What follows belongs to an exercise in optimizing a design on an open flow for small area, a short achievable clock period and few clock cycles; a production flow would make more cautious choices.
RTL that was checked went through simulation tests only; none was proved equivalent to the original.
No functional check of the RTL was part of run 1.
No activity file was given, so power comes from the tool's default toggle rates.

==> design.v <==
module pp_tree (
  input  logic [15:0] a,
  input  logic [15:0] b,
  output logic [57:0] t
);
  logic pp1;
  logic pp2;
  logic pp3;
  logic pp4;
  logic pp5;
  logic pp6;
  logic pp7;
  logic pp8;
  logic pp9;
  logic pp10;
  logic pp11;
  logic pp12;
  logic pp13;
  logic pp14;
  logic pp15;
  logic pp16;
  logic pp17;
  logic pp18;
  logic pp19;
  logic pp20;
  logic pp21;
  logic pp22;
  logic pp23;
  logic pp24;
  logic pp25;
  logic pp26;
  logic pp27;
  logic pp28;
  logic pp29;
  logic pp30;
  logic pp31;
  logic pp32;
  logic pp33;
  logic pp34;
  logic pp35;
  logic pp36;
  logic pp37;
  logic pp38;
  logic pp39;
  logic pp40;
  logic pp41;
  logic pp42;
  logic pp43;
  logic pp44;
  logic pp45;
  logic pp46;
  logic pp47;
  logic pp48;
  logic pp49;
  logic pp50;
  logic pp51;
  logic pp52;
  logic pp53;
  logic pp54;
  logic pp55;
  logic pp56;
  logic pp57;
  logic pp58;
  logic pp59;
  logic pp60;
  logic pp61;
  logic pp62;
  logic pp63;
  logic pp64;
  logic pp65;
  logic pp66;
  logic pp67;
  logic pp68;
  logic pp69;
  logic pp70;
  logic pp71;
  logic pp72;
  logic pp73;
  logic pp74;
  logic pp75;
  logic pp76;
  logic pp77;
  logic pp78;
  logic pp79;
  logic pp80;
  logic pp81;
  logic pp82;
  logic pp83;
  logic pp84;
  logic pp85;
  logic pp86;
  logic pp87;
  logic pp88;
  logic pp89;
  logic pp90;
  logic pp91;
  logic pp92;
  logic pp93;
  logic pp94;
  logic pp95;
  logic pp96;
  logic pp97;
  logic pp98;
  logic pp99;
  logic pp100;
  logic pp101;
  logic pp102;
  logic pp103;
  logic pp104;
  logic pp105;
  logic pp106;
  logic pp107;
  logic pp108;
  logic pp109;
  logic pp110;
  logic pp111;
  logic pp112;
  logic pp113;
  logic pp114;
  logic pp115;
  logic pp116;
  logic pp117;
  logic pp118;
  logic pp119;
  logic pp120;
  logic pp121;
  logic pp122;
  logic pp123;
  logic pp124;
  logic pp125;
  logic pp126;
  logic pp127;
  logic pp128;
  logic s129;
  logic c130;
  logic s131;
  logic c132;
  logic s133;
  logic c134;
  logic s135;
  logic c136;
  logic s137;
  logic c138;
  logic s139;
  logic c140;
  logic s141;
  logic c142;
  logic s143;
  logic c144;
  logic s145;
  logic c146;
  logic s147;
  logic c148;
  logic s149;
  logic c150;
  logic s151;
  logic c152;
  logic s153;
  logic c154;
  logic s155;
  logic c156;
  logic s157;
  logic c158;
  logic s159;
  logic c160;
  logic s161;
  logic c162;
  logic s163;
  logic c164;
  logic s165;
  logic c166;
  logic s167;
  logic c168;
  logic s169;
  logic c170;
  logic s171;
  logic c172;
  logic s173;
  logic c174;
  logic s175;
  logic c176;
  logic s177;
  logic c178;
  logic s179;
  logic c180;
  logic s181;
  logic c182;
  logic s183;
  logic c184;
  logic s185;
  logic c186;
  logic s187;
  logic c188;
  logic s189;
  logic c190;
  logic s191;
  logic c192;
  logic s193;
  logic c194;
  logic s195;
  logic c196;
  logic s197;
  logic c198;
  logic s199;
  logic c200;
  logic s201;
  logic c202;
  logic s203;
  logic c204;
  logic s205;
  logic c206;
  logic s207;
  logic c208;
  logic s209;
  logic c210;
  logic s211;
  logic c212;
  logic s213;
  logic c214;
  logic s215;
  logic c216;
  logic s217;
  logic c218;
  logic s219;
  logic c220;
  logic s221;
  logic c222;
  logic s223;
  logic c224;
  logic s225;
  logic c226;
  logic s227;
  logic c228;
  logic s229;
  logic c230;
  logic s231;
  logic c232;
  logic s233;
  logic c234;
  logic s235;
  logic c236;
  logic s237;
  logic c238;
  logic s239;
  logic c240;
  logic s241;
  logic c242;
  logic s243;
  logic c244;
  logic s245;
  logic c246;
  logic s247;
  logic c248;
  logic s249;
  logic c250;
  logic s251;
  logic c252;
  logic s253;
  logic c254;
  logic s255;
  logic c256;
  logic s257;
  logic c258;
  logic s259;
  logic c260;
  logic s261;
  logic c262;
  logic s263;
  logic c264;
  logic s265;
  logic c266;
  logic s267;
  logic c268;
  logic s269;
  logic c270;
  logic s271;
  logic c272;
  logic s273;
  logic c274;
  logic s275;
  logic c276;
  logic s277;
  logic c278;
  logic s279;
  logic c280;
  logic s281;
  logic c282;
  assign pp1 = a[0] & b[0];
  assign pp2 = a[0] & b[1];
  assign pp3 = a[0] & b[2];
  assign pp4 = a[0] & b[3];
  assign pp5 = a[0] & b[4];
  assign pp6 = a[0] & b[5];
  assign pp7 = a[0] & b[6];
  assign pp8 = a[0] & b[7];
  assign pp9 = a[1] & b[0];
  assign pp10 = a[1] & b[1];
  assign pp11 = a[1] & b[2];
  assign pp12 = a[1] & b[3];
  assign pp13 = a[1] & b[4];
  assign pp14 = a[1] & b[5];
  assign pp15 = a[1] & b[6];
  assign pp16 = a[1] & b[7];
  assign pp17 = a[2] & b[0];
  assign pp18 = a[2] & b[1];
  assign pp19 = a[2] & b[2];
  assign pp20 = a[2] & b[3];
  assign pp21 = a[2] & b[4];
  assign pp22 = a[2] & b[5];
  assign pp23 = a[2] & b[6];
  assign pp24 = a[2] & b[7];
  assign pp25 = a[3] & b[0];
  assign pp26 = a[3] & b[1];
  assign pp27 = a[3] & b[2];
  assign pp28 = a[3] & b[3];
  assign pp29 = a[3] & b[4];
  assign pp30 = a[3] & b[5];
  assign pp31 = a[3] & b[6];
  assign pp32 = a[3] & b[7];
  assign pp33 = a[4] & b[0];
  assign pp34 = a[4] & b[1];
  assign pp35 = a[4] & b[2];
  assign pp36 = a[4] & b[3];
  assign pp37 = a[4] & b[4];
  assign pp38 = a[4] & b[5];
  assign pp39 = a[4] & b[6];
  assign pp40 = a[4] & b[7];
  assign pp41 = a[5] & b[0];
  assign pp42 = a[5] & b[1];
  assign pp43 = a[5] & b[2];
  assign pp44 = a[5] & b[3];
  assign pp45 = a[5] & b[4];
  assign pp46 = a[5] & b[5];
  assign pp47 = a[5] & b[6];
  assign pp48 = a[5] & b[7];
  assign pp49 = a[6] & b[0];
  assign pp50 = a[6] & b[1];
  assign pp51 = a[6] & b[2];
  assign pp52 = a[6] & b[3];
  assign pp53 = a[6] & b[4];
  assign pp54 = a[6] & b[5];
  assign pp55 = a[6] & b[6];
  assign pp56 = a[6] & b[7];
  assign pp57 = a[7] & b[0];
  assign pp58 = a[7] & b[1];
  assign pp59 = a[7] & b[2];
  assign pp60 = a[7] & b[3];
  assign pp61 = a[7] & b[4];
  assign pp62 = a[7] & b[5];
  assign pp63 = a[7] & b[6];
  assign pp64 = a[7] & b[7];
  assign pp65 = a[8] & b[8];
  assign pp66 = a[8] & b[9];
  assign pp67 = a[8] & b[10];
  assign pp68 = a[8] & b[11];
  assign pp69 = a[8] & b[12];
  assign pp70 = a[8] & b[13];
  assign pp71 = a[8] & b[14];
  assign pp72 = a[8] & b[15];
  assign pp73 = a[9] & b[8];
  assign pp74 = a[9] & b[9];
  assign pp75 = a[9] & b[10];
  assign pp76 = a[9] & b[11];
  assign pp77 = a[9] & b[12];
  assign pp78 = a[9] & b[13];
  assign pp79 = a[9] & b[14];
  assign pp80 = a[9] & b[15];
  assign pp81 = a[10] & b[8];
  assign pp82 = a[10] & b[9];
  assign pp83 = a[10] & b[10];
  assign pp84 = a[10] & b[11];
  assign pp85 = a[10] & b[12];
  assign pp86 = a[10] & b[13];
  assign pp87 = a[10] & b[14];
  assign pp88 = a[10] & b[15];
  assign pp89 = a[11] & b[8];
  assign pp90 = a[11] & b[9];
  assign pp91 = a[11] & b[10];
  assign pp92 = a[11] & b[11];
  assign pp93 = a[11] & b[12];
  assign pp94 = a[11] & b[13];
  assign pp95 = a[11] & b[14];
  assign pp96 = a[11] & b[15];
  assign pp97 = a[12] & b[8];
  assign pp98 = a[12] & b[9];
  assign pp99 = a[12] & b[10];
  assign pp100 = a[12] & b[11];
  assign pp101 = a[12] & b[12];
  assign pp102 = a[12] & b[13];
  assign pp103 = a[12] & b[14];
  assign pp104 = a[12] & b[15];
  assign pp105 = a[13] & b[8];
  assign pp106 = a[13] & b[9];
  assign pp107 = a[13] & b[10];
  assign pp108 = a[13] & b[11];
  assign pp109 = a[13] & b[12];
  assign pp110 = a[13] & b[13];
  assign pp111 = a[13] & b[14];
  assign pp112 = a[13] & b[15];
  assign pp113 = a[14] & b[8];
  assign pp114 = a[14] & b[9];
  assign pp115 = a[14] & b[10];
  assign pp116 = a[14] & b[11];
  assign pp117 = a[14] & b[12];
  assign pp118 = a[14] & b[13];
  assign pp119 = a[14] & b[14];
  assign pp120 = a[14] & b[15];
  assign pp121 = a[15] & b[8];
  assign pp122 = a[15] & b[9];
  assign pp123 = a[15] & b[10];
  assign pp124 = a[15] & b[11];
  assign pp125 = a[15] & b[12];
  assign pp126 = a[15] & b[13];
  assign pp127 = a[15] & b[14];
  assign pp128 = a[15] & b[15];
  assign s129 = pp7 ^ pp14;
  assign c130 = pp7 & pp14;
  assign s131 = pp8 ^ pp15 ^ pp22;
  assign c132 = (pp8 & pp15) | (pp8 & pp22) | (pp15 & pp22);
  assign s133 = pp29 ^ pp36 ^ pp43;
  assign c134 = (pp29 & pp36) | (pp29 & pp43) | (pp36 & pp43);
  assign s135 = pp16 ^ pp23 ^ pp30;
  assign c136 = (pp16 & pp23) | (pp16 & pp30) | (pp23 & pp30);
  assign s137 = pp37 ^ pp44;
  assign c138 = pp37 & pp44;
  assign s139 = pp24 ^ pp31;
  assign c140 = pp24 & pp31;
  assign s141 = pp5 ^ pp12;
  assign c142 = pp5 & pp12;
  assign s143 = pp6 ^ pp13 ^ pp20;
  assign c144 = (pp6 & pp13) | (pp6 & pp20) | (pp13 & pp20);
  assign s145 = pp27 ^ pp34 ^ pp41;
  assign c146 = (pp27 & pp34) | (pp27 & pp41) | (pp34 & pp41);
  assign s147 = s129 ^ pp21 ^ pp28;
  assign c148 = (s129 & pp21) | (s129 & pp28) | (pp21 & pp28);
  assign s149 = pp35 ^ pp42 ^ pp49;
  assign c150 = (pp35 & pp42) | (pp35 & pp49) | (pp42 & pp49);
  assign s151 = pp71 ^ pp78 ^ pp85;
  assign c152 = (pp71 & pp78) | (pp71 & pp85) | (pp78 & pp85);
  assign s153 = s131 ^ s133 ^ pp50;
  assign c154 = (s131 & s133) | (s131 & pp50) | (s133 & pp50);
  assign s155 = pp57 ^ pp72 ^ pp79;
  assign c156 = (pp57 & pp72) | (pp57 & pp79) | (pp72 & pp79);
  assign s157 = pp86 ^ pp93 ^ pp100;
  assign c158 = (pp86 & pp93) | (pp86 & pp100) | (pp93 & pp100);
  assign s159 = pp107 ^ pp114;
  assign c160 = pp107 & pp114;
  assign s161 = s135 ^ s137 ^ pp51;
  assign c162 = (s135 & s137) | (s135 & pp51) | (s137 & pp51);
  assign s163 = pp58 ^ pp80 ^ pp87;
  assign c164 = (pp58 & pp80) | (pp58 & pp87) | (pp80 & pp87);
  assign s165 = pp94 ^ pp101 ^ pp108;
  assign c166 = (pp94 & pp101) | (pp94 & pp108) | (pp101 & pp108);
  assign s167 = pp115 ^ pp122 ^ c132;
  assign c168 = (pp115 & pp122) | (pp115 & c132) | (pp122 & c132);
  assign s169 = s139 ^ pp38 ^ pp45;
  assign c170 = (s139 & pp38) | (s139 & pp45) | (pp38 & pp45);
  assign s171 = pp52 ^ pp59 ^ pp88;
  assign c172 = (pp52 & pp59) | (pp52 & pp88) | (pp59 & pp88);
  assign s173 = pp95 ^ pp102 ^ pp109;
  assign c174 = (pp95 & pp102) | (pp95 & pp109) | (pp102 & pp109);
  assign s175 = pp116 ^ pp123 ^ c136;
  assign c176 = (pp116 & pp123) | (pp116 & c136) | (pp123 & c136);
  assign s177 = pp32 ^ pp39 ^ pp46;
  assign c178 = (pp32 & pp39) | (pp32 & pp46) | (pp39 & pp46);
  assign s179 = pp53 ^ pp60 ^ pp96;
  assign c180 = (pp53 & pp60) | (pp53 & pp96) | (pp60 & pp96);
  assign s181 = pp103 ^ pp110 ^ pp117;
  assign c182 = (pp103 & pp110) | (pp103 & pp117) | (pp110 & pp117);
  assign s183 = pp40 ^ pp47 ^ pp54;
  assign c184 = (pp40 & pp47) | (pp40 & pp54) | (pp47 & pp54);
  assign s185 = pp4 ^ pp11 ^ pp18;
  assign c186 = (pp4 & pp11) | (pp4 & pp18) | (pp11 & pp18);
  assign s187 = s141 ^ pp19 ^ pp26;
  assign c188 = (s141 & pp19) | (s141 & pp26) | (pp19 & pp26);
  assign s189 = pp33 ^ pp69 ^ pp76;
  assign c190 = (pp33 & pp69) | (pp33 & pp76) | (pp69 & pp76);
  assign s191 = s143 ^ s145 ^ pp70;
  assign c192 = (s143 & s145) | (s143 & pp70) | (s145 & pp70);
  assign s193 = pp77 ^ pp84 ^ pp91;
  assign c194 = (pp77 & pp84) | (pp77 & pp91) | (pp84 & pp91);
  assign s195 = pp98 ^ pp105;
  assign c196 = pp98 & pp105;
  assign s197 = s147 ^ s149 ^ s151;
  assign c198 = (s147 & s149) | (s147 & s151) | (s149 & s151);
  assign s199 = pp92 ^ pp99 ^ pp106;
  assign c200 = (pp92 & pp99) | (pp92 & pp106) | (pp99 & pp106);
  assign s201 = pp113 ^ c144 ^ c146;
  assign c202 = (pp113 & c144) | (pp113 & c146) | (c144 & c146);
  assign s203 = s153 ^ s155 ^ s157;
  assign c204 = (s153 & s155) | (s153 & s157) | (s155 & s157);
  assign s205 = s159 ^ pp121 ^ c130;
  assign c206 = (s159 & pp121) | (s159 & c130) | (pp121 & c130);
  assign s207 = c148 ^ c150 ^ c152;
  assign c208 = (c148 & c150) | (c148 & c152) | (c150 & c152);
  assign s209 = s161 ^ s163 ^ s165;
  assign c210 = (s161 & s163) | (s161 & s165) | (s163 & s165);
  assign s211 = s167 ^ c134 ^ c154;
  assign c212 = (s167 & c134) | (s167 & c154) | (c134 & c154);
  assign s213 = c156 ^ c158 ^ c160;
  assign c214 = (c156 & c158) | (c156 & c160) | (c158 & c160);
  assign s215 = s169 ^ s171 ^ s173;
  assign c216 = (s169 & s171) | (s169 & s173) | (s171 & s173);
  assign s217 = s175 ^ c138 ^ c162;
  assign c218 = (s175 & c138) | (s175 & c162) | (c138 & c162);
  assign s219 = c164 ^ c166 ^ c168;
  assign c220 = (c164 & c166) | (c164 & c168) | (c166 & c168);
  assign s221 = s177 ^ s179 ^ s181;
  assign c222 = (s177 & s179) | (s177 & s181) | (s179 & s181);
  assign s223 = pp124 ^ c140 ^ c170;
  assign c224 = (pp124 & c140) | (pp124 & c170) | (c140 & c170);
  assign s225 = c172 ^ c174 ^ c176;
  assign c226 = (c172 & c174) | (c172 & c176) | (c174 & c176);
  assign s227 = s183 ^ pp61 ^ pp104;
  assign c228 = (s183 & pp61) | (s183 & pp104) | (pp61 & pp104);
  assign s229 = pp111 ^ pp118 ^ pp125;
  assign c230 = (pp111 & pp118) | (pp111 & pp125) | (pp118 & pp125);
  assign s231 = c178 ^ c180 ^ c182;
  assign c232 = (c178 & c180) | (c178 & c182) | (c180 & c182);
  assign s233 = pp48 ^ pp55 ^ pp62;
  assign c234 = (pp48 & pp55) | (pp48 & pp62) | (pp55 & pp62);
  assign s235 = pp112 ^ pp119 ^ pp126;
  assign c236 = (pp112 & pp119) | (pp112 & pp126) | (pp119 & pp126);
  assign s237 = pp3 ^ pp10 ^ pp17;
  assign c238 = (pp3 & pp10) | (pp3 & pp17) | (pp10 & pp17);
  assign s239 = s185 ^ pp25 ^ pp68;
  assign c240 = (s185 & pp25) | (s185 & pp68) | (pp25 & pp68);
  assign s241 = pp75 ^ pp82;
  assign c242 = pp75 & pp82;
  assign s243 = s187 ^ s189 ^ pp83;
  assign c244 = (s187 & s189) | (s187 & pp83) | (s189 & pp83);
  assign s245 = pp90 ^ pp97 ^ c186;
  assign c246 = (pp90 & pp97) | (pp90 & c186) | (pp97 & c186);
  assign s247 = s191 ^ s193 ^ s195;
  assign c248 = (s191 & s193) | (s191 & s195) | (s193 & s195);
  assign s249 = c142 ^ c188 ^ c190;
  assign c250 = (c142 & c188) | (c142 & c190) | (c188 & c190);
  assign s251 = s197 ^ s199 ^ s201;
  assign c252 = (s197 & s199) | (s197 & s201) | (s199 & s201);
  assign s253 = c192 ^ c194 ^ c196;
  assign c254 = (c192 & c194) | (c192 & c196) | (c194 & c196);
  assign s255 = s203 ^ s205 ^ s207;
  assign c256 = (s203 & s205) | (s203 & s207) | (s205 & s207);
  assign s257 = c198 ^ c200 ^ c202;
  assign c258 = (c198 & c200) | (c198 & c202) | (c200 & c202);
  assign s259 = s209 ^ s211 ^ s213;
  assign c260 = (s209 & s211) | (s209 & s213) | (s211 & s213);
  assign s261 = c204 ^ c206 ^ c208;
  assign c262 = (c204 & c206) | (c204 & c208) | (c206 & c208);
  assign s263 = s215 ^ s217 ^ s219;
  assign c264 = (s215 & s217) | (s215 & s219) | (s217 & s219);
  assign s265 = c210 ^ c212 ^ c214;
  assign c266 = (c210 & c212) | (c210 & c214) | (c212 & c214);
  assign s267 = s221 ^ s223 ^ s225;
  assign c268 = (s221 & s223) | (s221 & s225) | (s223 & s225);
  assign s269 = c216 ^ c218 ^ c220;
  assign c270 = (c216 & c218) | (c216 & c220) | (c218 & c220);
  assign s271 = s227 ^ s229 ^ s231;
  assign c272 = (s227 & s229) | (s227 & s231) | (s229 & s231);
  assign s273 = c222 ^ c224 ^ c226;
  assign c274 = (c222 & c224) | (c222 & c226) | (c224 & c226);
  assign s275 = s233 ^ s235 ^ c184;
  assign c276 = (s233 & s235) | (s233 & c184) | (s235 & c184);
  assign s277 = c228 ^ c230 ^ c232;
  assign c278 = (c228 & c230) | (c228 & c232) | (c230 & c232);
  assign s279 = pp56 ^ pp63 ^ pp120;
  assign c280 = (pp56 & pp63) | (pp56 & pp120) | (pp63 & pp120);
  assign s281 = pp127 ^ c234 ^ c236;
  assign c282 = (pp127 & c234) | (pp127 & c236) | (c234 & c236);
  assign t[0] = pp1;   
  assign t[1] = pp65;   
  assign t[2] = pp2;   
  assign t[3] = pp9;   
  assign t[4] = pp66;   
  assign t[5] = pp73;   
  assign t[6] = s237;   
  assign t[7] = pp67;   
  assign t[8] = pp74;   
  assign t[9] = pp81;   
  assign t[10] = s239;   
  assign t[11] = s241;   
  assign t[12] = pp89;   
  assign t[13] = c238;   
  assign t[14] = s243;   
  assign t[15] = s245;   
  assign t[16] = c240;   
  assign t[17] = c242;   
  assign t[18] = s247;   
  assign t[19] = s249;   
  assign t[20] = c244;   
  assign t[21] = c246;   
  assign t[22] = s251;   
  assign t[23] = s253;   
  assign t[24] = c248;   
  assign t[25] = c250;   
  assign t[26] = s255;   
  assign t[27] = s257;   
  assign t[28] = c252;   
  assign t[29] = c254;   
  assign t[30] = s259;   
  assign t[31] = s261;   
  assign t[32] = c256;   
  assign t[33] = c258;   
  assign t[34] = s263;   
  assign t[35] = s265;   
  assign t[36] = c260;   
  assign t[37] = c262;   
  assign t[38] = s267;   
  assign t[39] = s269;   
  assign t[40] = c264;   
  assign t[41] = c266;   
  assign t[42] = s271;   
  assign t[43] = s273;   
  assign t[44] = c268;   
  assign t[45] = c270;   
  assign t[46] = s275;   
  assign t[47] = s277;   
  assign t[48] = c272;   
  assign t[49] = c274;   
  assign t[50] = s279;   
  assign t[51] = s281;   
  assign t[52] = c276;   
  assign t[53] = c278;   
  assign t[54] = pp64;   
  assign t[55] = pp128;   
  assign t[56] = c280;   
  assign t[57] = c282;   
endmodule
module acc_tree (
  input  logic [57:0] t,
  input  logic [17:0] x,
  input  logic [17:0] y,
  output logic [17:0] u,
  output logic [17:0] v
);
  logic s1;
  logic c2;
  logic s3;
  logic c4;
  logic s5;
  logic c6;
  logic s7;
  logic c8;
  logic s9;
  logic c10;
  logic s11;
  logic c12;
  logic s13;
  logic c14;
  logic s15;
  logic c16;
  logic s17;
  logic c18;
  logic s19;
  logic c20;
  logic s21;
  logic c22;
  logic s23;
  logic c24;
  logic s25;
  logic c26;
  logic s27;
  logic c28;
  logic s29;
  logic c30;
  logic s31;
  logic c32;
  logic s33;
  logic c34;
  logic s35;
  logic c36;
  logic s37;
  logic c38;
  logic s39;
  logic c40;
  logic s41;
  logic c42;
  logic s43;
  logic c44;
  logic s45;
  logic c46;
  logic s47;
  logic c48;
  logic s49;
  logic c50;
  logic s51;
  logic c52;
  logic s53;
  logic c54;
  logic s55;
  logic c56;
  logic s57;
  logic c58;
  logic s59;
  logic c60;
  logic s61;
  logic c62;
  logic s63;
  logic c64;
  logic s65;
  logic c66;
  logic s67;
  logic c68;
  logic s69;
  logic c70;
  logic s71;
  logic c72;
  logic s73;
  logic c74;
  logic s75;
  logic c76;
  logic s77;
  logic c78;
  logic s79;
  logic c80;
  logic s81;
  logic c82;
  logic s83;
  logic c84;
  logic s85;
  logic c86;
  logic s87;
  logic c88;
  logic s89;
  logic c90;
  logic s91;
  logic c92;
  logic s93;
  logic c94;
  logic s95;
  logic c96;
  logic s97;
  logic c98;
  logic s99;
  logic c100;
  logic s101;
  logic c102;
  logic s103;
  logic c104;
  logic s105;
  logic c106;
  logic s107;
  logic c108;
  logic s109;
  logic c110;
  logic s111;
  logic c112;
  logic s113;
  logic c114;
  logic s115;
  logic c116;
  logic s117;
  logic c118;
  logic s119;
  logic c120;
  logic s121;
  logic c122;
  assign s1 = t[2] ^ t[3] ^ t[4];
  assign c2 = (t[2] & t[3]) | (t[2] & t[4]) | (t[3] & t[4]);
  assign s3 = t[6] ^ t[7] ^ t[8];
  assign c4 = (t[6] & t[7]) | (t[6] & t[8]) | (t[7] & t[8]);
  assign s5 = t[9] ^ x[2];
  assign c6 = t[9] & x[2];
  assign s7 = t[10] ^ t[11] ^ t[12];
  assign c8 = (t[10] & t[11]) | (t[10] & t[12]) | (t[11] & t[12]);
  assign s9 = t[13] ^ x[3] ^ y[3];
  assign c10 = (t[13] & x[3]) | (t[13] & y[3]) | (x[3] & y[3]);
  assign s11 = t[14] ^ t[15] ^ t[16];
  assign c12 = (t[14] & t[15]) | (t[14] & t[16]) | (t[15] & t[16]);
  assign s13 = t[17] ^ x[4] ^ y[4];
  assign c14 = (t[17] & x[4]) | (t[17] & y[4]) | (x[4] & y[4]);
  assign s15 = t[18] ^ t[19] ^ t[20];
  assign c16 = (t[18] & t[19]) | (t[18] & t[20]) | (t[19] & t[20]);
  assign s17 = t[21] ^ x[5] ^ y[5];
  assign c18 = (t[21] & x[5]) | (t[21] & y[5]) | (x[5] & y[5]);
  assign s19 = t[22] ^ t[23] ^ t[24];
  assign c20 = (t[22] & t[23]) | (t[22] & t[24]) | (t[23] & t[24]);
  assign s21 = t[25] ^ x[6] ^ y[6];
  assign c22 = (t[25] & x[6]) | (t[25] & y[6]) | (x[6] & y[6]);
  assign s23 = t[26] ^ t[27] ^ t[28];
  assign c24 = (t[26] & t[27]) | (t[26] & t[28]) | (t[27] & t[28]);
  assign s25 = t[29] ^ x[7] ^ y[7];
  assign c26 = (t[29] & x[7]) | (t[29] & y[7]) | (x[7] & y[7]);
  assign s27 = t[30] ^ t[31] ^ t[32];
  assign c28 = (t[30] & t[31]) | (t[30] & t[32]) | (t[31] & t[32]);
  assign s29 = t[33] ^ x[8] ^ y[8];
  assign c30 = (t[33] & x[8]) | (t[33] & y[8]) | (x[8] & y[8]);
  assign s31 = t[34] ^ t[35] ^ t[36];
  assign c32 = (t[34] & t[35]) | (t[34] & t[36]) | (t[35] & t[36]);
  assign s33 = t[37] ^ x[9] ^ y[9];
  assign c34 = (t[37] & x[9]) | (t[37] & y[9]) | (x[9] & y[9]);
  assign s35 = t[38] ^ t[39] ^ t[40];
  assign c36 = (t[38] & t[39]) | (t[38] & t[40]) | (t[39] & t[40]);
  assign s37 = t[41] ^ x[10] ^ y[10];
  assign c38 = (t[41] & x[10]) | (t[41] & y[10]) | (x[10] & y[10]);
  assign s39 = t[42] ^ t[43] ^ t[44];
  assign c40 = (t[42] & t[43]) | (t[42] & t[44]) | (t[43] & t[44]);
  assign s41 = t[45] ^ x[11] ^ y[11];
  assign c42 = (t[45] & x[11]) | (t[45] & y[11]) | (x[11] & y[11]);
  assign s43 = t[46] ^ t[47] ^ t[48];
  assign c44 = (t[46] & t[47]) | (t[46] & t[48]) | (t[47] & t[48]);
  assign s45 = t[49] ^ x[12] ^ y[12];
  assign c46 = (t[49] & x[12]) | (t[49] & y[12]) | (x[12] & y[12]);
  assign s47 = t[50] ^ t[51] ^ t[52];
  assign c48 = (t[50] & t[51]) | (t[50] & t[52]) | (t[51] & t[52]);
  assign s49 = t[53] ^ x[13] ^ y[13];
  assign c50 = (t[53] & x[13]) | (t[53] & y[13]) | (x[13] & y[13]);
  assign s51 = t[54] ^ t[55] ^ t[56];
  assign c52 = (t[54] & t[55]) | (t[54] & t[56]) | (t[55] & t[56]);
  assign s53 = t[57] ^ x[14] ^ y[14];
  assign c54 = (t[57] & x[14]) | (t[57] & y[14]) | (x[14] & y[14]);
  assign s55 = t[0] ^ t[1];
  assign c56 = t[0] & t[1];
  assign s57 = s1 ^ t[5] ^ x[1];
  assign c58 = (s1 & t[5]) | (s1 & x[1]) | (t[5] & x[1]);
  assign s59 = s3 ^ s5 ^ y[2];
  assign c60 = (s3 & s5) | (s3 & y[2]) | (s5 & y[2]);
  assign s61 = s7 ^ s9 ^ c4;
  assign c62 = (s7 & s9) | (s7 & c4) | (s9 & c4);
  assign s63 = s11 ^ s13 ^ c8;
  assign c64 = (s11 & s13) | (s11 & c8) | (s13 & c8);
  assign s65 = s15 ^ s17 ^ c12;
  assign c66 = (s15 & s17) | (s15 & c12) | (s17 & c12);
  assign s67 = s19 ^ s21 ^ c16;
  assign c68 = (s19 & s21) | (s19 & c16) | (s21 & c16);
  assign s69 = s23 ^ s25 ^ c20;
  assign c70 = (s23 & s25) | (s23 & c20) | (s25 & c20);
  assign s71 = s27 ^ s29 ^ c24;
  assign c72 = (s27 & s29) | (s27 & c24) | (s29 & c24);
  assign s73 = s31 ^ s33 ^ c28;
  assign c74 = (s31 & s33) | (s31 & c28) | (s33 & c28);
  assign s75 = s35 ^ s37 ^ c32;
  assign c76 = (s35 & s37) | (s35 & c32) | (s37 & c32);
  assign s77 = s39 ^ s41 ^ c36;
  assign c78 = (s39 & s41) | (s39 & c36) | (s41 & c36);
  assign s79 = s43 ^ s45 ^ c40;
  assign c80 = (s43 & s45) | (s43 & c40) | (s45 & c40);
  assign s81 = s47 ^ s49 ^ c44;
  assign c82 = (s47 & s49) | (s47 & c44) | (s49 & c44);
  assign s83 = s51 ^ s53 ^ c48;
  assign c84 = (s51 & s53) | (s51 & c48) | (s53 & c48);
  assign s85 = x[15] ^ y[15] ^ c52;
  assign c86 = (x[15] & y[15]) | (x[15] & c52) | (y[15] & c52);
  assign s87 = s55 ^ x[0];
  assign c88 = s55 & x[0];
  assign s89 = s57 ^ y[1] ^ c56;
  assign c90 = (s57 & y[1]) | (s57 & c56) | (y[1] & c56);
  assign s91 = s59 ^ c2 ^ c58;
  assign c92 = (s59 & c2) | (s59 & c58) | (c2 & c58);
  assign s93 = s61 ^ c6 ^ c60;
  assign c94 = (s61 & c6) | (s61 & c60) | (c6 & c60);
  assign s95 = s63 ^ c10 ^ c62;
  assign c96 = (s63 & c10) | (s63 & c62) | (c10 & c62);
  assign s97 = s65 ^ c14 ^ c64;
  assign c98 = (s65 & c14) | (s65 & c64) | (c14 & c64);
  assign s99 = s67 ^ c18 ^ c66;
  assign c100 = (s67 & c18) | (s67 & c66) | (c18 & c66);
  assign s101 = s69 ^ c22 ^ c68;
  assign c102 = (s69 & c22) | (s69 & c68) | (c22 & c68);
  assign s103 = s71 ^ c26 ^ c70;
  assign c104 = (s71 & c26) | (s71 & c70) | (c26 & c70);
  assign s105 = s73 ^ c30 ^ c72;
  assign c106 = (s73 & c30) | (s73 & c72) | (c30 & c72);
  assign s107 = s75 ^ c34 ^ c74;
  assign c108 = (s75 & c34) | (s75 & c74) | (c34 & c74);
  assign s109 = s77 ^ c38 ^ c76;
  assign c110 = (s77 & c38) | (s77 & c76) | (c38 & c76);
  assign s111 = s79 ^ c42 ^ c78;
  assign c112 = (s79 & c42) | (s79 & c78) | (c42 & c78);
  assign s113 = s81 ^ c46 ^ c80;
  assign c114 = (s81 & c46) | (s81 & c80) | (c46 & c80);
  assign s115 = s83 ^ c50 ^ c82;
  assign c116 = (s83 & c50) | (s83 & c82) | (c50 & c82);
  assign s117 = s85 ^ c54 ^ c84;
  assign c118 = (s85 & c54) | (s85 & c84) | (c54 & c84);
  assign s119 = x[16] ^ y[16] ^ c86;
  assign c120 = (x[16] & y[16]) | (x[16] & c86) | (y[16] & c86);
  assign s121 = x[17] ^ y[17];
  assign c122 = x[17] & y[17];
  assign u[0] = s87;
  assign u[1] = s89;
  assign u[2] = s91;
  assign u[3] = s93;
  assign u[4] = s95;
  assign u[5] = s97;
  assign u[6] = s99;
  assign u[7] = s101;
  assign u[8] = s103;
  assign u[9] = s105;
  assign u[10] = s107;
  assign u[11] = s109;
  assign u[12] = s111;
  assign u[13] = s113;
  assign u[14] = s115;
  assign u[15] = s117;
  assign u[16] = s119;
  assign u[17] = s121;
  assign v[0] = y[0];
  assign v[1] = c88;
  assign v[2] = c90;
  assign v[3] = c92;
  assign v[4] = c94;
  assign v[5] = c96;
  assign v[6] = c98;
  assign v[7] = c100;
  assign v[8] = c102;
  assign v[9] = c104;
  assign v[10] = c106;
  assign v[11] = c108;
  assign v[12] = c110;
  assign v[13] = c112;
  assign v[14] = c114;
  assign v[15] = c116;
  assign v[16] = c118;
  assign v[17] = c120;
endmodule
module accel_top #(
  parameter int ARRAY_N = 4
) (
  input  logic        clk,
  input  logic        arst_n,
  input  logic        psel,
  input  logic        penable,
  input  logic        pwrite,
  input  logic [11:0] paddr,
  input  logic [31:0] pwdata,
  output logic [31:0] prdata,
  output logic        pready,
  output logic        pslverr,
  output logic        interrupt,
  output logic        busy
);
  localparam int CELLS  = ARRAY_N * ARRAY_N;
  localparam int T_BITS = 58;
  logic       setup;             
  logic       sweep;             
  logic [2:0] scnt;
  logic       in_buf;
  logic       hit_ctrl, hit_status, hit_a, hit_b;
  logic       ro_bits;
  logic       dec_err;
  logic [3:0] pidx;
  logic       rd_c, rd_status, rd_ctrl, rd_other;
  assign setup      = psel && (sweep ? (scnt == 3'd7) : !penable);
  assign in_buf     = (paddr[1:0] == 2'b00) && (paddr[7:6] == 2'b00);
  assign hit_ctrl   = (paddr == 12'h000);
  assign hit_status = (paddr == 12'h004);
  assign hit_a      = in_buf && (paddr[11:8] == 4'h1);
  assign hit_b      = in_buf && (paddr[11:8] == 4'h2);
  assign ro_bits    = |{pwdata[31:2], pwdata[0]};
  assign pidx       = paddr[5:2];
  always_comb begin
    if (pwrite) begin
      dec_err = !(hit_ctrl || hit_status || hit_a || hit_b) || (hit_status && ro_bits) ||
                ((hit_a || hit_b) && busy);
    end else begin
      dec_err = !(hit_ctrl || hit_status || hit_a || hit_b || (in_buf && paddr[11:8] == 4'h3));
    end
  end
  assign rd_c      = setup && !pwrite && (paddr[11:8] == 4'h3) &&
                     (paddr[7:6] == 2'b00) && (paddr[1:0] == 2'b00);
  assign rd_status = setup && !pwrite && hit_status;
  assign rd_ctrl   = setup && !pwrite && hit_ctrl;
  assign rd_other  = setup && !pwrite && !rd_c;
  logic       wr_a_q, wr_b_q, wr_ctrl_q, start_q, clr_q, err_q;
  logic [3:0] idx_q;
  logic       start;
  logic       cvalid;
  logic       irq_en, irq_en_n;
  logic       done, done_n;
  logic       interrupt_q;
  assign start    = start_q && !busy;
  assign irq_en_n = wr_ctrl_q ? pwdata[1] : irq_en;
  assign done_n   = busy || (done && !clr_q);
  always_ff @(posedge clk or negedge arst_n) begin
    if (!arst_n) begin
      wr_a_q      <= 1'b0;
      wr_b_q      <= 1'b0;
      wr_ctrl_q   <= 1'b0;
      start_q     <= 1'b0;
      clr_q       <= 1'b0;
      err_q       <= 1'b0;
      idx_q       <= '0;
      busy        <= 1'b0;
      done        <= 1'b0;
      irq_en      <= 1'b0;
      interrupt_q <= 1'b0;
      cvalid      <= 1'b0;
    end else begin
      wr_a_q      <= setup && pwrite && hit_a && !busy;
      wr_b_q      <= setup && pwrite && hit_b && !busy;
      wr_ctrl_q   <= setup && pwrite && hit_ctrl;
      start_q     <= setup && pwrite && hit_ctrl && pwdata[0];
      clr_q       <= setup && pwrite && hit_status && !ro_bits && pwdata[1];
      err_q       <= setup && dec_err;
      if (setup) begin
        idx_q <= pidx;
      end
      busy        <= start;
      done        <= done_n;
      irq_en      <= irq_en_n;
      interrupt_q <= done_n && irq_en_n;
      if (start) begin
        cvalid <= 1'b1;
      end
    end
  end
  assign interrupt = interrupt_q;
  logic [7:0] a_buf [CELLS];
  logic [7:0] b_buf [CELLS];
  logic [7:0] a_run [CELLS];
  logic [7:0] b_run [CELLS];
  always_ff @(posedge clk or negedge arst_n) begin
    if (!arst_n) begin
      sweep <= 1'b1;
      scnt  <= '0;
    end else if (sweep) begin
      scnt <= scnt + 3'd1;
      if (scnt == 3'd7) begin
        sweep <= 1'b0;
      end
    end
  end
  always_ff @(posedge clk) begin
    for (int n = 0; n < CELLS; n++) begin
      if (sweep ? (scnt == 3'(n)) : (wr_a_q && idx_q == 4'(n))) begin
        a_buf[n] <= sweep ? 8'd0 : pwdata[7:0];
      end
      if (sweep ? (scnt == 3'(n)) : (wr_b_q && idx_q == 4'(n))) begin
        b_buf[n] <= sweep ? 8'd0 : pwdata[7:0];
      end
    end
  end
  always_ff @(posedge clk) begin
    if (start) begin
      for (int n = 0; n < CELLS; n++) begin
        a_run[n] <= a_buf[n];
        b_run[n] <= b_buf[n];
      end
    end
  end
  logic [3:0]  e_idx;             
  logic        e_ph;              
  logic        e_go;              
  logic [3:0]  base;              
  logic [3:0]  op_idx, t_idx, acc_idx, res_idx;
  logic        op_ph, t_ph, acc_ph;
  logic        op_v, t_v, acc_v, res_v;
  logic [15:0] a_sel, b_sel;
  logic [15:0] op_a, op_b;
  logic [T_BITS-1:0] t_d, t_q;
  logic [17:0] acc_x, acc_y, acc_u, acc_v_row;
  logic [17:0] acc_xin, acc_yin;
  logic [17:0] sum;
  logic [23:0] rdata_q;
  logic        acc_done;
  logic        in_flight;
  logic        c_first;           
  logic        c_pend, c_hit, c_pend_n, c_hit_n, pready_q;
  logic        res_v_n;
  logic [3:0]  res_idx_n;
  logic [3:0]  e_off;
  for (genvar l = 0; l < 2; l++) begin : g_sel
    assign a_sel[l*8 +: 8] = a_run[e_idx[3:2] * ARRAY_N + 2 * e_ph + l];
    assign b_sel[l*8 +: 8] = b_run[(2 * e_ph + l) * ARRAY_N + e_idx[1:0]];
  end
  pp_tree  u_pp  (.a(op_a), .b(op_b), .t(t_d));
  acc_tree u_acc (.t(t_q), .x(acc_xin), .y(acc_yin), .u(acc_u), .v(acc_v_row));
  assign acc_xin = t_ph ? acc_x : 18'd0;
  assign acc_yin = t_ph ? acc_y : 18'd0;
  assign sum     = acc_x + acc_y;
  always_ff @(posedge clk) begin
    op_a  <= a_sel;
    op_b  <= b_sel;
    t_q   <= t_d;
    acc_x <= acc_u;
    acc_y <= acc_v_row;
  end
  assign acc_done = acc_v && acc_ph;
  assign e_off = e_idx - base;
  assign e_go  = e_ph || (e_off < 4'd3);
  assign in_flight = (res_v && res_idx == idx_q) || (e_go && e_idx == idx_q) ||
                     (op_v && op_ph && op_idx == idx_q) || (t_v && t_ph && t_idx == idx_q) ||
                     (acc_v && acc_ph && acc_idx == idx_q);
  always_ff @(posedge clk or negedge arst_n) begin
    if (!arst_n) begin
      e_idx   <= '0;
      e_ph    <= 1'b0;
      base    <= '0;
      op_idx  <= '0;
      t_idx   <= '0;
      acc_idx <= '0;
      op_ph   <= 1'b0;
      t_ph    <= 1'b0;
      acc_ph  <= 1'b0;
      op_v    <= 1'b0;
      t_v     <= 1'b0;
      acc_v   <= 1'b0;
    end else begin
      op_idx  <= e_idx;
      op_ph   <= e_ph;
      t_idx   <= op_idx;
      t_ph    <= op_ph;
      acc_idx <= t_idx;
      acc_ph  <= t_ph;
      op_v    <= e_go && !start;
      t_v     <= op_v && !start;
      acc_v   <= t_v && !start;
      if (start) begin
        e_idx <= '0;
        e_ph  <= 1'b0;
        base  <= '0;
      end else if (c_first && !in_flight) begin
        e_idx <= idx_q;
        e_ph  <= 1'b0;
        base  <= idx_q;
      end else begin
        if (c_first) begin
          base <= idx_q + 4'd1;
        end
        if (e_go) begin
          e_ph <= !e_ph;
          if (e_ph) begin
            e_idx <= e_idx + 4'd1;
          end
        end
      end
    end
  end
  assign c_pend_n  = rd_c || (c_pend && !c_hit);
  assign res_v_n   = !start && !rd_other && (acc_done || res_v);
  assign res_idx_n = acc_done ? acc_idx : res_idx;
  assign c_hit_n   = (acc_done || res_v) &&
                     ((rd_c && res_idx_n == pidx) || (c_pend && !c_hit && res_idx_n == idx_q));
  always_ff @(posedge clk or negedge arst_n) begin
    if (!arst_n) begin
      res_v    <= 1'b0;
      res_idx  <= '0;
      c_first  <= 1'b0;
      c_pend   <= 1'b0;
      c_hit    <= 1'b0;
      pready_q <= 1'b0;
    end else begin
      res_v    <= res_v_n;
      res_idx  <= res_idx_n;
      c_first  <= rd_c;
      c_pend   <= c_pend_n;
      c_hit    <= c_hit_n;
      pready_q <= !(sweep && scnt != 3'd7) && (!c_pend_n || c_hit_n);
    end
  end
  always_ff @(posedge clk) begin
    if (rd_other) begin
      rdata_q <= {22'd0, (rd_status && done_n) || (rd_ctrl && irq_en_n), rd_status && start};
    end else if (acc_done) begin
      rdata_q <= cvalid ? {6'd0, sum} : 24'd0;
    end
  end
  assign pready  = pready_q;
  assign pslverr = err_q;
  assign prdata  = {8'd0, rdata_q};
endmodule
==> flow/run.sh <==
#!/bin/bash
# layout flow: the standard flow, with timing repair asked for 7.0 ns of setup slack so
# that it keeps improving the achieved period beyond the 10 ns clock, and with plain
# buffers (rather than delay cells) on the ports
set -euo pipefail
bash standard.sh SETUP_SLACK_MARGIN=7.0 \
  "BUFFER_PORTS_ARGS=-buffer_cell sky130_fd_sc_hd__buf_2" finish > standard.log 2>&1
==> standard.sh <==
#!/bin/bash
# synth_recipe.tcl (not shown) runs the flow's synth.tcl, then flattens the netlist and writes it again
# the make line also repeats each setting of config.mk as NAME=value (left out here)
make -C /OpenROAD-flow-scripts/flow DESIGN_CONFIG=/design/flow/config.mk WORK_HOME=/design/flow/orfs CLKGATE_MAP_FILE= SYNTH_SCRIPT=/design/flow/synth_recipe.tcl "${@:-finish}"
==> config.mk <==
export PLATFORM = sky130hd
export DESIGN_NAME = accel_top
export DESIGN_NICKNAME = accel_top
export VERILOG_FILES = /design/flow/design.v
export SDC_FILE = /design/flow/constraint.sdc
export NUM_CORES = 4
export LEC_CHECK = 0
export CAP_MARGIN = 20
export CORE_MARGIN = 2
export CORE_UTILIZATION = 40
export CTS_BUF_LIST = sky130_fd_sc_hd__clkbuf_16
export CTS_CLUSTER_DIAMETER = 80
export CTS_CLUSTER_SIZE = 32
export PLACE_DENSITY = 0.6
export SLEW_MARGIN = 20
==> constraint.sdc <==
create_clock -name core_clock -period 10.0 [get_ports {clk}]
set_input_delay 2.0000 -clock core_clock [delete_from_list [all_inputs] [get_ports {clk}]]
set_output_delay 2.0000 -clock core_clock [all_outputs]
set_load 0.01 [all_outputs]
==> flow_summary.ini, run 1 <==
[outcome]
status = complete, no violations

[place]
dp_hpwl_mm = 40.2
place_ws_ps = 5750
place_area_um2 = 30000
io_buffers = 70
place_congestion = 0.845

[job]
cap_violations = 0

[grt]
grt_pass1_wl_mm = 92.7
first_global_vias = 15400
grt_max_degree = 129
grt_usage_pct = 16.5
grt_overflow = 0
antenna_found_initial = 1

[sta]
setup_viol = 0
max_clock_freq_mhz = 306
final.period_utilization_pct = 32.7
relSlewSlack_pct = 27.8
finalSetupTns_ps = 0
hold_violations = 0
finalCriticalPeriod_ps = 3270
tightest_slew_ps = 1080
final_max_slew_viol_count = 0
setup_slack_ps = 6730
rsz0062_at_grt = yes
fin_skew_ps = 45.4

[synthesis]
post-synth-top-count-cell = edfxtp_1
netlist_area_um2 = 28400
synth_edf_count = 514
synthArstFlopShare_pct = 7.75
netlist_top_cells_area = edfxtp_1, dfxtp_1, fa_1
synth_area_leader_cell = edfxtp_1
synthTopCellsByCount = edfxtp_1, dfxtp_1, and2_1
avgSynthCellArea_um2 = 15.8
ys_seq_area_share_pct = 69.1
synth_top_area_share_pct = 54.3
yosysUniqueCellTypes = 81
ys_warn_count = 5
synth_cells = 1805
ys_ff_latch = 710
ys.flop_type = edfxtp_1

[clock_network]
cts_hold_buffers = 0
cts_buffers = 30
clk_pin_slew_worst_paths_ps = 120
cts_root_buf = clkbuf_16
h-tree-depth = 1
clock_latency_ps = 660
clock_sinks = 710
cts_max_path_buffers = 3
cts_tree = done

[critical_path]
worstPathRequired_ps = 10570
critPathKind = in2reg
arrival_ps = 3840
cp-end-kind = flop
cp_max_fo = 4
crit_path_start_kind = input pin

[power]
vdd_drop_max_uv = 183
p_per_area_nw_per_um2 = 279
finalPower_mw = 8.81
p_leak_nw = 11.5

[detailed_routing]
drt_iter0_markers = 1576
wl_per_cell_um = 21.2
postRouteAntennaNets = 0
wirelength_mm = 61.3
drc_errors = 0
viasPerCell = 5.21
vias = 15000
first_pass_iters = 7

[die]
die_h_um = 271
core_area_um2 = 70100
die_x_um = 271
fp.dieArea_um2 = 73200
start_util_pct = 40.5
row_count = 97
io_pins = 85

[finish]
antennaDiodeCount = 0
layout-drive-gt1-share_pct = 14.9
areaGrowthSynthToFinish_pct = 11.2
fin_nets = 2142
final_area_um2 = 31600

[hold_path]
hold_path.class = reg2reg
[area by class of cell]
cell class                      instances  area (um^2)
Fill cell                            6167        38500
Multi-Input combinational cell        941         8290
Sequential cell                       710        19700
Timing Repair inverter                  1         8.76
Clock buffer                           30          751
Inverter                              100          402
Timing Repair Buffer                  137         1030
Tap cell                              940         1180
Clock inverter                         26          293
[kinds of logic after synthesis]
group	synth area share (%)
AND/OR/NAND/NOR	7.75
XOR/XNOR	1.14
AO/OA/AOI/OAI	6.75
buffers and inverters	2.50
adder cells (fa/ha/maj)	11.0
flip-flops	69.1
other	0.0132
multiplexers	1.81
[sequential cells by signal (all words and copies together) (netlist names), 16 cells and up]
signal	flops
a_buf	128
a_run	128
acc_x	18
acc_y	17
b_buf	128
b_run	128
op_a	16
op_b	16
prdata	18
t_q	58
[timing repair]
action,in CTS,in global routing
hold endpoints to repair,0,0
endpoints found under the setup margin,114,148
gates resized for setup,53,31
pin swaps,7,8
cloned,0,1
buffers inserted,18,6
[per-stage QoR]
| stage | hold slack, ps | cells | utilization (%) |
|---|---|---|---|
| 2_1_floorplan | 349 | 1818 | - |
| 3_3_place_gp | 370 | 2801 | 42.8 |
| 3_5_place_dp | 367 | 2802 | 42.8 |
| 4_1_cts | 393 | 2876 | 44.8 |
| 5_1_grt | 404 | 2885 | 45.1 |
| 6_report | 391 | 2885 | 45.1 |
[routing by layer]
layer	part of all wire [%]	wire length [um]	GRT usage, %	up-vias
li1	-	-	-	6766
met1	42	25900	22.0	7761
met2	50	30600	28.6	401
met3	4.7	2870	2.00	107
met4	3.1	1900	4.58	0
met5	0	0	0	-
[critical path: stages]
cell      delay (ps)
buf_6             90
or4_4            540
nor4_4           290
o21ai_2          140
buf_6            180
or3_1            300
nor3_1           170
nand3b_1         120
[layout by cell type (no fill, tap or decap), drive strengths merged, types with 4 or more instances in the layout]
master and instances:
a221oi 21, clkbuf 31, o2111ai 5, or3 8, nand3 44, o22ai 10
xnor2 20, mux2i 11, a21oi 24, a21boi 5, o31ai 8, nor3 20
a31oi 5, mux2 24, mux4 6, dfxtp 141, a211oi 11, nand2b 7
and2 141, clkinv 12, edfxtp 514, buf 136, o21ai 79, a222oi 7
conb 14, nor2 36, nand2 86, nand4 6, nor2b 12, inv 113
ha 43, a22oi 51, nor4 15, dfrtp 54, xor2 17, fa 129
and3 9, a22o 16, a21o 6, o21bai 4
[worst paths after layout]
| check | startpoint | endpoint | slack, ps | cells past startpoint |
|---|---|---|---|---|
| min in group asynchronous | arst_n | err_q$_DFF_PN0_ | 1500 | 2 |
| worst min-delay path | op_ph$_DFF_PN0_ | t_ph$_DFF_PN0_ | 390 | 0 |
| worst max-delay path | paddr[6] | prdata[15]$_SDFFE_PP0P_ | 6730 | 8 |
| worst min register to register | op_ph$_DFF_PN0_ | t_ph$_DFF_PN0_ | 390 | 0 |
| max in group asynchronous | arst_n | e_idx[0]$_DFFE_PN0P_ | 7940 | 2 |
| worst max register to register | op_b[7]$_DFF_P_ | t_q[26]$_DFF_P_ | 7110 | 7 |
[power breakdown]
group | leakage [nW] | total, mW | switching [mW] | internal, mW
clock | 0.532 | 1.56 | 0.937 | 0.618
sequential | 6.50 | 3.88 | 0.359 | 3.52
combinational | 4.49 | 3.38 | 1.95 | 1.43
total | 11.5 | 8.81 | 3.24 | 5.57
==> run 2, diff against run 1 <==
--- a/design.v
+++ b/design.v
@@ -935,13 +935,14 @@
   logic       setup;             
   logic       sweep;             
   logic [2:0] scnt;
+  logic       sweep_last;        
   logic       in_buf;
   logic       hit_ctrl, hit_status, hit_a, hit_b;
   logic       ro_bits;
   logic       dec_err;
   logic [3:0] pidx;
   logic       rd_c, rd_status, rd_ctrl, rd_other;
-  assign setup      = psel && (sweep ? (scnt == 3'd7) : !penable);
+  assign setup      = psel && ((!penable && !sweep) || sweep_last);
   assign in_buf     = (paddr[1:0] == 2'b00) && (paddr[7:6] == 2'b00);
   assign hit_ctrl   = (paddr == 12'h000);
   assign hit_status = (paddr == 12'h004);
@@ -961,7 +962,7 @@
                      (paddr[7:6] == 2'b00) && (paddr[1:0] == 2'b00);
   assign rd_status = setup && !pwrite && hit_status;
   assign rd_ctrl   = setup && !pwrite && hit_ctrl;
-  assign rd_other  = setup && !pwrite && !rd_c;
+  assign rd_other  = setup && !rd_c;
   logic       wr_a_q, wr_b_q, wr_ctrl_q, start_q, clr_q, err_q;
   logic [3:0] idx_q;
   logic       start;
@@ -1012,12 +1013,16 @@
   logic [7:0] b_run [CELLS];
   always_ff @(posedge clk or negedge arst_n) begin
     if (!arst_n) begin
-      sweep <= 1'b1;
-      scnt  <= '0;
-    end else if (sweep) begin
-      scnt <= scnt + 3'd1;
-      if (scnt == 3'd7) begin
-        sweep <= 1'b0;
+      sweep      <= 1'b1;
+      sweep_last <= 1'b0;
+      scnt       <= '0;
+    end else begin
+      sweep_last <= sweep && (scnt == 3'd6);
+      if (sweep) begin
+        scnt <= scnt + 3'd1;
+        if (sweep_last) begin
+          sweep <= 1'b0;
+        end
       end
     end
   end
@@ -1146,7 +1151,7 @@
       c_first  <= rd_c;
       c_pend   <= c_pend_n;
       c_hit    <= c_hit_n;
-      pready_q <= !(sweep && scnt != 3'd7) && (!c_pend_n || c_hit_n);
+      pready_q <= !(sweep && !sweep_last) && (!c_pend_n || c_hit_n);
     end
   end
   always_ff @(posedge clk) begin
==> run 2 against run 1 <==
Power fell by 0.24%. Largest power group unchanged. Largest cell class unchanged. Setup slack better by 82 ps. Synthesized cell count fell by 3.4%. Clock skew grew 9.0 ps.
==> flow_summary.ini, run 2 <==
[die]
io_pins = 85
start_util_pct = 40.5
die_h_um = 270
core_area_um2 = 70100
fp.dieArea_um2 = 73100
row_count = 97
die_x_um = 270

[sta]
hold_violations = 0
holdWs_ps = 387
setup_viol = 0
setup_slack_ps = 6810
relSlewSlack_pct = 31.3
finalSetupTns_ps = 0
final_max_slew_viol_count = 0
finalCriticalPeriod_ps = 3190
final.period_utilization_pct = 31.9
rsz0062_at_grt = yes
fin_skew_ps = 54.4
tightest_slew_ps = 1020
max_clock_freq_mhz = 314

[grt]
grt_pass1_wl_mm = 89.5
grt_usage_pct = 15.9
antenna_found_initial = 5
grt_overflow = 0
first_global_vias = 15000
grt_max_degree = 128

[clock_network]
cts_hold_buffers = 0
cts_tree = done
cts_buffers = 31
clock_sinks = 711
cts_root_buf = clkbuf_16
clk_pin_slew_worst_paths_ps = 110
clock_latency_ps = 660
h-tree-depth = 1
cts_max_path_buffers = 3

[critical_path]
cp_num_buf_inv = 1
path_cells = buf_6
cp-end-kind = output port
timing.rr.end = b_run[1][7]$_DFFE_PP_
worstPathRequired_ps = 8000
cp_slowest_cell = dfrtp_2
critPathMaxStageDelay_ps = 440
rr_worst_depth = 7
critPathKind = reg2out
timing.rr.start = busy$_DFF_PN0_
crit_path_start_kind = flop
r2r_slack_ps = 7070
cp_max_fo = 2
critPathTopFamily = flip-flops
arrival_ps = 1190

[detailed_routing]
wirelength_mm = 58.3
first_pass_iters = 5
wl_per_cell_um = 20.7
postRouteAntennaNets = 0
drt_iter0_markers = 1329
drc_errors = 0
viasPerCell = 5.08
vias = 14300

[power]
finalPower_mw = 8.79
p_per_area_nw_per_um2 = 279
vdd_drop_max_uv = 179
p_leak_nw = 11.6

[finish]
fin_nets = 2079
final-instance-count-excl-fill = 2823
layout_commonest_cell = edfxtp_1
layout-drive-gt1-share_pct = 16.4
final_area_um2 = 31500
post-route-util_pct = 44.9
antennaDiodeCount = 0
layout_common_cells = edfxtp_1, and2_1, fa_1
areaGrowthSynthToFinish_pct = 11.0

[place]
io_buffers = 70
place_ws_ps = 6190
dp.cells = 2736
place_congestion = 0.837
dp_hpwl_mm = 37.7
place_area_um2 = 29900

[synthesis]
avgSynthCellArea_um2 = 16.3
synth_cells = 1744
ys_warn_count = 5
synthArstFlopShare_pct = 7.88
synth_top_area_share_pct = 54.4
ys.flop_type = edfxtp_1
netlist_top_cells_area = edfxtp_1, dfxtp_1, fa_1
synthTopCellsByCount = edfxtp_1, dfxtp_1, and2_1
synth_edf_count = 514
post-synth-top-count-cell = edfxtp_1
yosysUniqueCellTypes = 75
netlist_area_um2 = 28400
ys_seq_area_share_pct = 69.3
ys_ff_latch = 711
synth_area_leader_cell = edfxtp_1

[hold_path]
min_to = t_ph$_DFF_PN0_
whs_path_depth = 0
worstHoldStart = op_ph$_DFF_PN0_
hold_path.class = reg2reg

[outcome]
status = complete, no violations

[job]
cap_violations = 0
[run 2: cell type report]
| cell class | count | area (um^2) |
|---|---|---|
| clock buffer | 31 | 776 |
| timing repair inverter | 1 | 8.76 |
| clock inverter | 27 | 267 |
| multi-input combinational | 890 | 8240 |
| timing repair buffer | 130 | 982 |
| fill | 6190 | 38600 |
| inverter | 93 | 375 |
| tap | 940 | 1180 |
| sequential | 711 | 19700 |
[run 2: how the worst max path moves through the flow]
stage / startpoint / end / slack [ps] / depth (start not counted)
after CTS: busy$_DFF_PN0_ / busy / 6800 / 1
after detailed placement: paddr[7] / prdata[1]$_DFFE_PP_ / 6190 / 8
after global placement: paddr[7] / prdata[0]$_DFFE_PP_ / 6240 / 8
after global routing: busy$_DFF_PN0_ / busy / 6770 / 1
after floorplan: paddr[7] / prdata[0]$_DFFE_PP_ / 6620 / 8
final: busy$_DFF_PN0_ / busy / 6810 / 1
[run 2: logic make-up after synthesis]
family	synth area share [%]
compound gates	5.40
xor+xnor	1.54
fa+ha+maj	11.0
buf+inv	2.46
flops	69.3
mux	3.08
other cells	0.0132
simple gates	7.24
[run 2: metal layers]
| layer | part of all wire (%) | global-route usage (%) | vias to the layer above |
|---|---|---|---|
| li1 | - | - | 6485 |
| met1 | 45 | 22.5 | 7455 |
| met2 | 49 | 26.0 | 317 |
| met3 | 4.5 | 2.28 | 70 |
| met4 | 2.0 | 3.37 | 0 |
| met5 | 0 | 0 | - |
[run 2: power breakdown]
part | leakage (nW) | switching (mW) | internal (mW) | total (mW)
sequential | 6.51 | 0.374 | 3.52 | 3.90
clock | 0.528 | 0.962 | 0.616 | 1.58
combinational | 4.56 | 1.87 | 1.45 | 3.32
total | 11.6 | 3.20 | 5.59 | 8.79
[run 2: timing repair]
| action | CTS | global route |
|---|---|---|
| setup buffers | 20 | 7 |
| pin swaps | 2 | 3 |
| resized for setup | 43 | 22 |
| setup endpoints to repair | 113 | 118 |
| gates cloned | 0 | 2 |
Testbench counts of run 2, summed over its fixed seeds: cycles 6,656.
==> run 3, diff against run 2 <==
==> flow/run.sh (replaced) <==
#!/bin/bash
# layout flow: the standard flow, with timing repair asked for 7.3 ns of setup slack so
# that it keeps improving the achieved period beyond the 10 ns clock, and with plain
# buffers (rather than delay cells) on the ports
set -euo pipefail
bash standard.sh SETUP_SLACK_MARGIN=7.3 \
  "BUFFER_PORTS_ARGS=-buffer_cell sky130_fd_sc_hd__buf_2" finish > standard.log 2>&1
==> run 3 against run 2 <==
Still clean. Flip-flop and latch count unchanged. Sequential power down 1%. Combinational power is 5% higher. Power is 0.97% higher. Clock skew down 7.7 ps. Worst hold slack better by 1.7 ps. Maximum frequency decreased by 0.45%. Critical endpoint unchanged.
==> flow_summary.ini, run 3 <==
[sta]
tightest_slew_ps = 987
finalCriticalPeriod_ps = 3200
finalSetupTns_ps = 0
relSlewSlack_pct = 34.1
fin_skew_ps = 46.7
rsz0062_at_grt = yes
final_max_slew_viol_count = 0
max_clock_freq_mhz = 312
setup_viol = 0
hold_violations = 0
final.period_utilization_pct = 32.0

[synthesis]
synth_area_leader_cell = edfxtp_1
ys_seq_area_share_pct = 69.3
ys.flop_type = edfxtp_1
synthTopCellsByCount = edfxtp_1, dfxtp_1, and2_1
synth_edf_count = 514
post-synth-top-count-cell = edfxtp_1
synth_top_area_share_pct = 54.4
yosysUniqueCellTypes = 75
avgSynthCellArea_um2 = 16.3
synthArstFlopShare_pct = 7.88
ys_ff_latch = 711
netlist_top_cells_area = edfxtp_1, dfxtp_1, fa_1
netlist_area_um2 = 28400
ys_warn_count = 5
synth_cells = 1744

[critical_path]
critPathTopFamily = flip-flops
cp_max_fo = 2
worstPathRequired_ps = 8000
crit_path_start_kind = flop
cp_slowest_cell = dfrtp_2
arrival_ps = 1200
cp-end-kind = output port
critPathKind = reg2out
critPathMaxStageDelay_ps = 440
path_cells = buf_6
cp_num_buf_inv = 1

[clock_network]
clock_latency_ps = 660
clk_pin_slew_worst_paths_ps = 120
cts_max_path_buffers = 3
cts_root_buf = clkbuf_16
clock_sinks = 711
cts_buffers = 30
cts_tree = done
h-tree-depth = 1

[die]
die_x_um = 270
die_h_um = 270
io_pins = 85
start_util_pct = 40.5
core_area_um2 = 70100
row_count = 97
fp.dieArea_um2 = 73100

[power]
p_leak_nw = 11.8
finalPower_mw = 8.88
p_per_area_nw_per_um2 = 277
vdd_drop_max_uv = 152

[finish]
final_area_um2 = 32000
areaGrowthSynthToFinish_pct = 12.8
n_fill_cell = 6114
layout-drive-gt1-share_pct = 18.8
fin_nets = 2099
layout_commonest_cell = edfxtp_1
layout_common_cells = edfxtp_1, and2_1, fa_1
antennaDiodeCount = 0

[detailed_routing]
first_pass_iters = 5
wl_per_cell_um = 20.9
postRouteAntennaNets = 0
drc_errors = 0
viasPerCell = 5.09
vias = 14500
drt_iter0_markers = 1289
wirelength_mm = 59.4

[place]
place_area_um2 = 30000
dp_hpwl_mm = 38.0
place_congestion = 0.847
io_buffers = 70

[hold_path]
hold_path.class = reg2reg

[grt]
antenna_found_initial = 5
grt_usage_pct = 16.0
grt_max_degree = 102
grt_overflow = 0
grt_pass1_wl_mm = 89.7
first_global_vias = 15000

[job]
cap_violations = 0

[outcome]
status = complete, no violations
==> run 3: per-layer routing <==
| metal | global-route usage, % | part of all wire [%] | up-vias | wire, um |
|---|---|---|---|---|
| met1 | 21.4 | 43 | 7558 | 25500 |
| li1 | - | - | 6523 | - |
| met3 | 2.40 | 4.6 | 66 | 2750 |
| met4 | 2.86 | 1.7 | 0 | 1010 |
| met2 | 28.0 | 51 | 315 | 30100 |
| met5 | 0 | 0 | - | 0 |
==> run 3: path summary, 6_finish.rpt <==
| check | start | to | slack [ps] | cells after the start |
|---|---|---|---|---|
| setup reg to reg | op_a[5]$_DFF_P_ | t_q[26]$_DFF_P_ | 7290 | 7 |
| min in group asynchronous | arst_n | wr_ctrl_q$_DFF_PN0_ | 1500 | 2 |
| hold reg to reg | op_ph$_DFF_PN0_ | t_ph$_DFF_PN0_ | 390 | 0 |
| hold / removal | op_ph$_DFF_PN0_ | t_ph$_DFF_PN0_ | 390 | 0 |
| setup / recovery | busy$_DFF_PN0_ | busy | 6800 | 1 |
| max in group asynchronous | arst_n | e_idx[2]$_DFFE_PN0P_ | 7920 | 2 |
==> run 3: logic make-up after synthesis <==
family	after synthesis	synth area share (%)
adders and majority gates	172	11.0
AOI/OAI and AO/OA	211	5.40
and+or+nand+nor	383	7.24
buffers and inverters	157	2.46
xor gates and xnor gates	50	1.54
DFF	711	69.3
other	1	0.0132
muxes	59	3.08
==> run 3: repair_timing <==
item,CTS,global route
hold buffers,0,0
buffers inserted,36,8
gates resized for setup,102,41
pin swaps,23,18
hold endpoints to repair,0,0
gates cloned,1,3
endpoints found under the setup margin,291,182
==> run 3: layout make-up <==
type                            instances  area, um^2  share of cell area (%)
Timing Repair inverter                  1        8.76                  0.0274
Inverter                               93         380                    1.19
Clock buffer                           30         751                    2.35
Tap cell                              940        1180                    3.68
Timing Repair Buffer                  151        1230                    3.86
Multi-Input combinational cell        890        8450                    26.4
Sequential cell                       711       19700                    61.7
Clock inverter                         26         264                   0.825
==> run 3: report_power, final <==
group / total [mW] / switching, mW / leakage [nW] / internal [mW]
clock: 1.55 / 0.946 / 0.528 / 0.608
sequential: 3.86 / 0.319 / 6.51 / 3.54
combinational: 3.47 / 1.95 / 4.80 / 1.51
==> run 3: stage by stage <==
step / utilization [%] / cells / setup WS (ps) / hold slack, ps
after global routing: 45.6 / 2842 / 6770 / 415
after CTS: 45.2 / 2831 / 6780 / 390
after floorplan: - / 1757 / 6620 / 349
after global placement: 42.8 / 2738 / 6240 / 363
final: 45.6 / 2842 / 6800 / 388
after detailed placement: 42.8 / 2738 / 6090 / 361

## static timing again, ports no longer ideal
The flow's constraints put no driver on any port. The routed layouts listed below were extracted and timed again, unchanged, in two steps. Step 1: set_driving_cell puts a clkbuf_16 on clk and a buf_2 on each other input, an assumption about the parent block. Step 2, shift: input delay + t, output delay - t, t = (earliest + latest rising clock arrival at the registers) / 2. This alone moves slack from input paths to output paths. a / b / c = ideal ports / drivers / drivers and shift; a / b = the first two.
| run | shift t [ns] | slack for setup (ns) | worst setup path after step 2 | worst register clock-pin slew, ns |
|---|---|---|---|---|
| run 1 | 0.698 | 6.730 / 6.740 / 6.042 | input to register | 0.12 / 0.12 |
| run 2 | 0.685 | 6.812 / 6.757 / 6.345 | input to register | 0.12 / 0.12 |
| run 3 | 0.696 | 6.797 / 6.738 / 6.464 | input to register | 0.12 / 0.12 |
After both steps every run listed still meets setup and hold. The setup slack of run 1, which loses most, moves by +0.010 ns with the drivers and by -0.688 ns with both steps.
